This design comes from an exercise in tuning for small area, a short achievable clock period and few clock cycles per item on the open sky130 flow, not from production work. Where RTL was checked, it was by simulation tests only, not by an equivalence proof against the original. Power figures rest on the tool's default switching activity, not on a simulated workload.

==> flow/design.v (excerpt) <==
module rect_edge_conditional_median_unit (
  input  wire logic                              clk,
  input  wire logic                              rst,
  input  wire logic                              push,
  input  wire logic                              mode,
  input  wire logic [recm_pkg::PIX_W-1:0]        pixel_in,
  output logic                                   full,
  output logic                                   empty,
  input  wire logic                              pop,
  output logic [recm_pkg::PIX_W-1:0]             pixel_out,
  output logic                                   frame_last,
  input  wire logic                              cfg_write,
  input  wire logic [recm_pkg::CFG_IDX_W-1:0]    cfg_index,
  input  wire logic [recm_pkg::PIX_W-1:0]        cfg_data
);
Size: roughly 3000 cells after synthesis, about 1400 flip-flops, roughly 36 I/O pins, ~50000 µm² of cells after synthesis.
make LEC_CHECK=0 CAP_MARGIN=20 CORE_MARGIN=2 CORE_UTILIZATION=40 CTS_BUF_LIST=sky130_fd_sc_hd__clkbuf_16 CTS_CLUSTER_DIAMETER=100 CTS_CLUSTER_SIZE=30 SETUP_SLACK_MARGIN=2.35 SLEW_MARGIN=20 finish   # period 4.5 ns
run.sh (not shown) runs the stock make flow with config.mk's settings and CLKGATE_MAP_FILE= SYNTH_SCRIPT=/design/flow/synth_recipe.tcl, a recipe that flattens the netlist after the stock synthesis.
The first run completed with no timing, DRC or antenna violations.
Testbench counts at the start, summed over its fixed seeds: cycles 33,320, items 32,768.
Next try:
Settings changed: CTS_BUF_LIST sky130_fd_sc_hd__clkbuf_16 to sky130_fd_sc_hd__clkbuf_8, CTS_CLUSTER_DIAMETER 100 to 80, CTS_CLUSTER_SIZE 30 to 18, SETUP_SLACK_MARGIN 2.35 to 2.0.
Outcome: The new run finished clean. Setup slack is worse by 0.048 ns. Routed wire length went down by 3.5%. Cell count went down by 0.60%. Sequential share of layout area went up by 3.0 points. Utilization went down by 2.0 points.
Next try:
Settings changed: CTS_BUF_LIST sky130_fd_sc_hd__clkbuf_8 to sky130_fd_sc_hd__clkbuf_16, CTS_CLUSTER_DIAMETER 80 to 100, CTS_CLUSTER_SIZE 18 to 30.
Effect:
- The changed run ran to the end with no violations
- critical path depth climbs by 4
- global-route usage fell by 0.21 points
- first-iteration DRC count went up by 6.6%
- worst hold slack is better by 0.030 ns
- register-to-register slack stays flat
- die area stays the same
- final area barely changes
- sequential share of layout area falls by 0.12 points
- final cell count is lower by 1.1%
- setup slack improves by 0.0060 ns
- power goes up by 1.3%

========
rect_edge_conditional_median_unit, a different RTL version from the one above (not shown whole).
Size: about 2,800 cells after synthesis, about 1,400 flip-flops, ~36 I/O pins, ~49,000 µm² of cells after synthesis.
make LEC_CHECK=0 CAP_MARGIN=20 CORE_MARGIN=2 CORE_UTILIZATION=60 CTS_BUF_LIST=sky130_fd_sc_hd__clkbuf_16 CTS_CLUSTER_DIAMETER=100 CTS_CLUSTER_SIZE=30 SETUP_SLACK_MARGIN=2.0 SLEW_MARGIN=20 finish   # period 4.5 ns
Rerun with:
--- a/flow/config.mk
+++ b/flow/config.mk
@@ -9,3 +9,3 @@
 export CORE_MARGIN = 2
-export CORE_UTILIZATION = 60
+export CORE_UTILIZATION = 40
 export CTS_BUF_LIST = sky130_fd_sc_hd__clkbuf_16
After rerunning: Setup slack degrades by 0.035 ns. Clock skew barely changes. Register-to-register slack loses 0.03 ns. Global-route usage drops by 6.1 points. Utilization falls by 21 points. Clock power climbs by about 3%. Critical path depth is unchanged. Cell area goes up by 1.5%. Wire length is higher by 2.4%. Sequential power hardly moves.
No functional check of the RTL was part of any run of this note.

========
rect_edge_conditional_median_unit, a different RTL version from the one above (not shown whole).
Size in the first run: roughly 3,000 cells after synthesis, ~36 I/O pins, about 0.050 mm^2 of cells after synthesis.
export LEC_CHECK = 0
export CAP_MARGIN = 20
export CORE_MARGIN = 2
export CORE_UTILIZATION = 55
export CTS_BUF_LIST = sky130_fd_sc_hd__clkbuf_16
export CTS_CLUSTER_DIAMETER = 100
export CTS_CLUSTER_SIZE = 30
export SETUP_SLACK_MARGIN = 2.25
export SLEW_MARGIN = 20
export SYNTH_HIERARCHICAL = 1
export SYNTH_MINIMUM_KEEP_SIZE = 0
create_clock -name core_clock -period 4.5 [get_ports {clk}]
Testbench counts at the start, summed over its fixed seeds: cycles 33,316, items 32,768.
Change:
CORE_UTILIZATION = 40   (was 55)
SETUP_SLACK_MARGIN = 2.4   (was 2.25)
Effect:
- wire length is about the same
- cell count goes up by 11%
- via count goes down by 0.65%
- setup slack loses 0.0035 ns
- power goes up by 1.7%
- global-route usage goes down by 4.9 points
Change:
CORE_UTILIZATION = 65   (was 40)
SETUP_SLACK_MARGIN = 2.25   (was 2.4)
=>
- The changed run passed the timing, DRC and antenna checks
- clock skew went down by 0.024 ns
- area after synthesis stays the same
- routed wire length went down by a few percent
- setup slack is better by 0.021 ns
- core utilization went up by 26 points
- total power went down by a few percent
- final area went down by a few percent
Change:
CORE_UTILIZATION = 40   (was 65)
Outcome: The new run finished with timing, DRC and antenna clean; worst hold slack improved by 0.0091 ns; via count drops by 2.0%; core utilization came out lower by 26 points; synthesized cell count does not change; setup slack got worse by 0.065 ns.

========
== old ==
Another version of the RTL of rect_edge_conditional_median_unit (not shown whole).
Size: ~2800 cells after synthesis, ~1400 flip-flops, roughly 36 I/O pins, ~49000 µm² of cells after synthesis.
==> flow/config.mk <==
export PLATFORM = sky130hd
export DESIGN_NAME = rect_edge_conditional_median_unit
export DESIGN_NICKNAME = rect_edge_conditional_median_unit
export VERILOG_FILES = /design/flow/design.v
export SDC_FILE = /design/flow/constraint.sdc
export NUM_CORES = 4
export LEC_CHECK = 0
export CAP_MARGIN = 20
export CORE_MARGIN = 2
export CORE_UTILIZATION = 40
export CTS_BUF_LIST = sky130_fd_sc_hd__clkbuf_16
export CTS_CLUSTER_DIAMETER = 100
export CTS_CLUSTER_SIZE = 30
export SETUP_SLACK_MARGIN = 1.8
export SLEW_MARGIN = 20
==> flow/constraint.sdc <==
create_clock -name core_clock -period 4.5 [get_ports {clk}]
set_input_delay 0.9000 -clock core_clock [delete_from_list [all_inputs] [get_ports {clk}]]
set_output_delay 0.9000 -clock core_clock [all_outputs]
set_load 0.01 [all_outputs]
old completed end to end with timing, DRC and antenna clean.
--- input diff old..new ---
Settings: changing SETUP_SLACK_MARGIN from 1.8 to 2.0.
## What came out
Peak supply drop, old and new: smaller value in old. Share of the final layout cell area in multi-input gates across old and new: no real change. Global-route wire length before repair essentially unchanged between old and new. Compared with old, wire length on met2 in new increased slightly. For hold slack, old and new come out practically identical. Final cell area: new above old. Total power in new vs old: up 0.88%. Looking at area of combinational cells with multiple inputs, new sits 1.6% higher than old does.
No run of this note included a check of the RTL's function; only the layout flow was run.

========
rect_edge_conditional_median_unit, a different RTL version from the one above (not shown whole).
For scale: about 1400 flip-flops, ~36 I/O pins, roughly 47000 sq um of cells after synthesis.
export LEC_CHECK = 0
export CAP_MARGIN = 20
export CORE_MARGIN = 2
export CORE_UTILIZATION = 40
export CTS_BUF_LIST = sky130_fd_sc_hd__clkbuf_16
export CTS_CLUSTER_DIAMETER = 100
export CTS_CLUSTER_SIZE = 30
export SETUP_SLACK_MARGIN = 2.15
export SLEW_MARGIN = 20
create_clock -name core_clock -period 4.5 [get_ports {clk}]
Then changed:
SETUP_SLACK_MARGIN = 2.0   (was 2.15)
The changed run went through all stages and came out clean.
Design area decreases slightly.
Routed wire length decreases slightly.
Setup slack got worse by 9.2 ps.
No run of this note included a check of the RTL's function; only the layout flow was run.

========
Setup of rev 12:
rect_edge_conditional_median_unit with an RTL version that a note above also has.
For scale: ~2700 cells after synthesis, about 1300 flip-flops, ~36 I/O pins, roughly 48000 sq um of cells after synthesis.
clock: 4.5 ns
lec_check: 0
cap_margin: 20
core_margin: 2
core_utilization: 40
cts_buf_list: sky130_fd_sc_hd__clkbuf_16
cts_cluster_diameter: 100
cts_cluster_size: 30
setup_slack_margin: 2.2
slew_margin: 20
Testbench counts of rev 12, summed over its fixed seeds: cycles 33,316, items 32,768.
## Diff of input files: rev 13 against rev 12
# rev 12
export LEC_CHECK = 0
export CAP_MARGIN = 20
export CORE_MARGIN = 2
export CORE_UTILIZATION = 40
export CTS_BUF_LIST = sky130_fd_sc_hd__clkbuf_16
export CTS_CLUSTER_DIAMETER = 100
export CTS_CLUSTER_SIZE = 30
export SETUP_SLACK_MARGIN = 2.2
export SLEW_MARGIN = 20
create_clock -name core_clock -period 4.5 [get_ports {clk}]
# rev 13
export LEC_CHECK = 0
export CAP_MARGIN = 20
export CORE_MARGIN = 2
export CORE_UTILIZATION = 40
export CTS_BUF_LIST = sky130_fd_sc_hd__clkbuf_16
export CTS_CLUSTER_DIAMETER = 100
export CTS_CLUSTER_SIZE = 30
export SETUP_SLACK_MARGIN = 2.0
export SLEW_MARGIN = 20
export SYNTH_HIERARCHICAL = 1
export SYNTH_MINIMUM_KEEP_SIZE = 0
create_clock -name core_clock -period 4.5 [get_ports {clk}]
## What came out
- Number of setup buffers added after CTS sits lower in rev 13 than in rev 12.
- Critical path depth (higher): rev 12
- Growth of design area from synthesis to finish is higher on rev 12
- Comparing rev 13 against rev 12, there is no change at all in sum of negative setup slack.

========
## job 3165
rect_edge_conditional_median_unit, a different RTL version from the one above (not shown whole).
For scale: about 2900 cells after synthesis, ~36 I/O pins, roughly 49000 sq um of cells after synthesis.
==> flow/design.v (excerpt) <==
module rect_edge_conditional_median_unit (
  input  wire logic                              clk,
  input  wire logic                              rst,
  input  wire logic                              push,
  input  wire logic                              mode,
  input  wire logic [recm_pkg::PIX_W-1:0]        pixel_in,
  output logic                                   full,
  output logic                                   empty,
  input  wire logic                              pop,
  output logic [recm_pkg::PIX_W-1:0]             pixel_out,
  output logic                                   frame_last,
  input  wire logic                              cfg_write,
  input  wire logic [recm_pkg::CFG_IDX_W-1:0]    cfg_index,
  input  wire logic [recm_pkg::PIX_W-1:0]        cfg_data
);
==> flow/config.mk <==
export PLATFORM = sky130hd
export DESIGN_NAME = rect_edge_conditional_median_unit
export DESIGN_NICKNAME = rect_edge_conditional_median_unit
export VERILOG_FILES = /design/flow/design.v
export SDC_FILE = /design/flow/constraint.sdc
export NUM_CORES = 4
export LEC_CHECK = 0
export CAP_MARGIN = 20
export CORE_MARGIN = 2
export CORE_UTILIZATION = 60
export CTS_BUF_LIST = sky130_fd_sc_hd__clkbuf_16
export CTS_CLUSTER_DIAMETER = 100
export CTS_CLUSTER_SIZE = 30
export SETUP_SLACK_MARGIN = 2.2
export SLEW_MARGIN = 20
==> flow/constraint.sdc <==
create_clock -name core_clock -period 4.5 [get_ports {clk}]
set_input_delay 0.9000 -clock core_clock [delete_from_list [all_inputs] [get_ports {clk}]]
set_output_delay 0.9000 -clock core_clock [all_outputs]
set_load 0.01 [all_outputs]
Input-level comparison between job 4728 and job 3165:
- a change of CORE_UTILIZATION from 60 to 40
- a change of SETUP_SLACK_MARGIN from 2.2 to 2.0
Job 4728 reached the end of the flow, and the finished layout is clean on the timing, DRC and antenna checks. Job 3165: flow completed, timing, DRC and antenna clean. Switching power total: job 4728 vs job 3165 up about 0.8%. Relative to job 3165, aggregate global-route resource usage decreased by 6.8 points in job 4728. Job 3165 → job 4728: fmax picked up an extra 0.0098 GHz, overall die height shows an increase of 64 um. Total wire length after detailed routing, job 4728 vs job 3165: down by a few percent. Against job 3165, via count of the first global-routing pass in job 4728 fell by a few percent.
The inputs of job 702 differ from those of job 4728 as listed below.
- CORE_UTILIZATION: 40 -> 60
Results
- Job 4728 → job 702: total number of tap cells lost 565, area share of buffers outside the clock network flat.
- When the final numbers for job 702 and job 4728 were put side by side, the share of the cycle needed by the critical path after routing turned out to be greater in job 702.
- Final setup TNS across job 702 and job 4728: no real change.
- Number of global-route vias before repair: job 702 > job 4728
- Job 702 -> job 4728: sequential cell area flat
- The routing usage on met2 in job 702 sits 9.1 points above the value recorded for job 4728.
- Diff job 4728 -> job 702: wire length of the first global-routing pass has remained practically unchanged; total vias in the final route has increased.
- On job 702: initial antenna violation count is 1 higher than what job 4728 gave.
- Combinational cell power delta (job 702 -> job 4728): insignificant
No run of this note included a check of the RTL's function; only the layout flow was run.

==> static timing again, ports no longer ideal <==
The flow's constraints put no driver on any port. The routed layouts listed below were extracted and timed again, unchanged, in two steps.
Step 1 assumes that a clkbuf_16 drives the clock port and a buf_2 every other input.
Step 2 also shifts input and output timing later by t, the mid clock arrival at the registers, as if the neighbouring blocks saw the same clock.
Slacks: ideal / step 1 / step 2; pairs: ideal / step 1.
run	t (ns)	setup WS [ns]	worst hold slack (ns)
the first run of note 1	0.747	2.118 / 2.118 / 1.737	0.331 / 0.331 / 0.331
the second run of note 1	0.831	2.070 / 2.065 / 1.647	0.301 / 0.301 / 0.301
the third run of note 1	0.756	2.076 / 2.044 / 1.641	0.331 / 0.331 / 0.331
the first run of note 2	0.709	1.927 / 1.927 / 1.262	0.336 / 0.336 / 0.336
the second run of note 2	0.731	1.892 / 1.904 / 1.194	0.342 / 0.342 / 0.342
the first run of note 3	0.700	2.242 / 2.236 / 1.729	0.341 / 0.341 / 0.341
the second run of note 3	0.748	2.238 / 2.238 / 1.830	0.351 / 0.351 / 0.351
the third run of note 3	0.704	2.259 / 2.240 / 1.713	0.339 / 0.339 / 0.339
the fourth run of note 3	0.746	2.194 / 2.194 / 1.611	0.348 / 0.348 / 0.348
old	0.741	1.892 / 1.840 / 1.580	0.337 / 0.337 / 0.337
new	0.728	2.002 / 2.002 / 1.570	0.339 / 0.339 / 0.339
the first run of note 5	0.718	0.917 / 0.917 / 0.917	0.321 / 0.321 / 0.321
the second run of note 5	0.717	0.908 / 0.908 / 0.908	0.331 / 0.331 / 0.331
rev 12	0.722	2.121 / 2.121 / 1.603	0.335 / 0.335 / 0.335
rev 13	0.746	2.109 / 2.109 / 1.555	0.351 / 0.351 / 0.351
job 3165	0.712	2.025 / 2.025 / 1.617	0.344 / 0.344 / 0.344
job 4728	0.746	2.084 / 2.084 / 1.446	0.333 / 0.333 / 0.333
job 702	0.695	2.023 / 2.007 / 1.421	0.340 / 0.340 / 0.340
After both steps setup and hold are still met in every run listed. For the second run of note 2, which loses most, drivers alone change the setup slack by +0.012 ns; drivers and shift together by -0.698 ns.
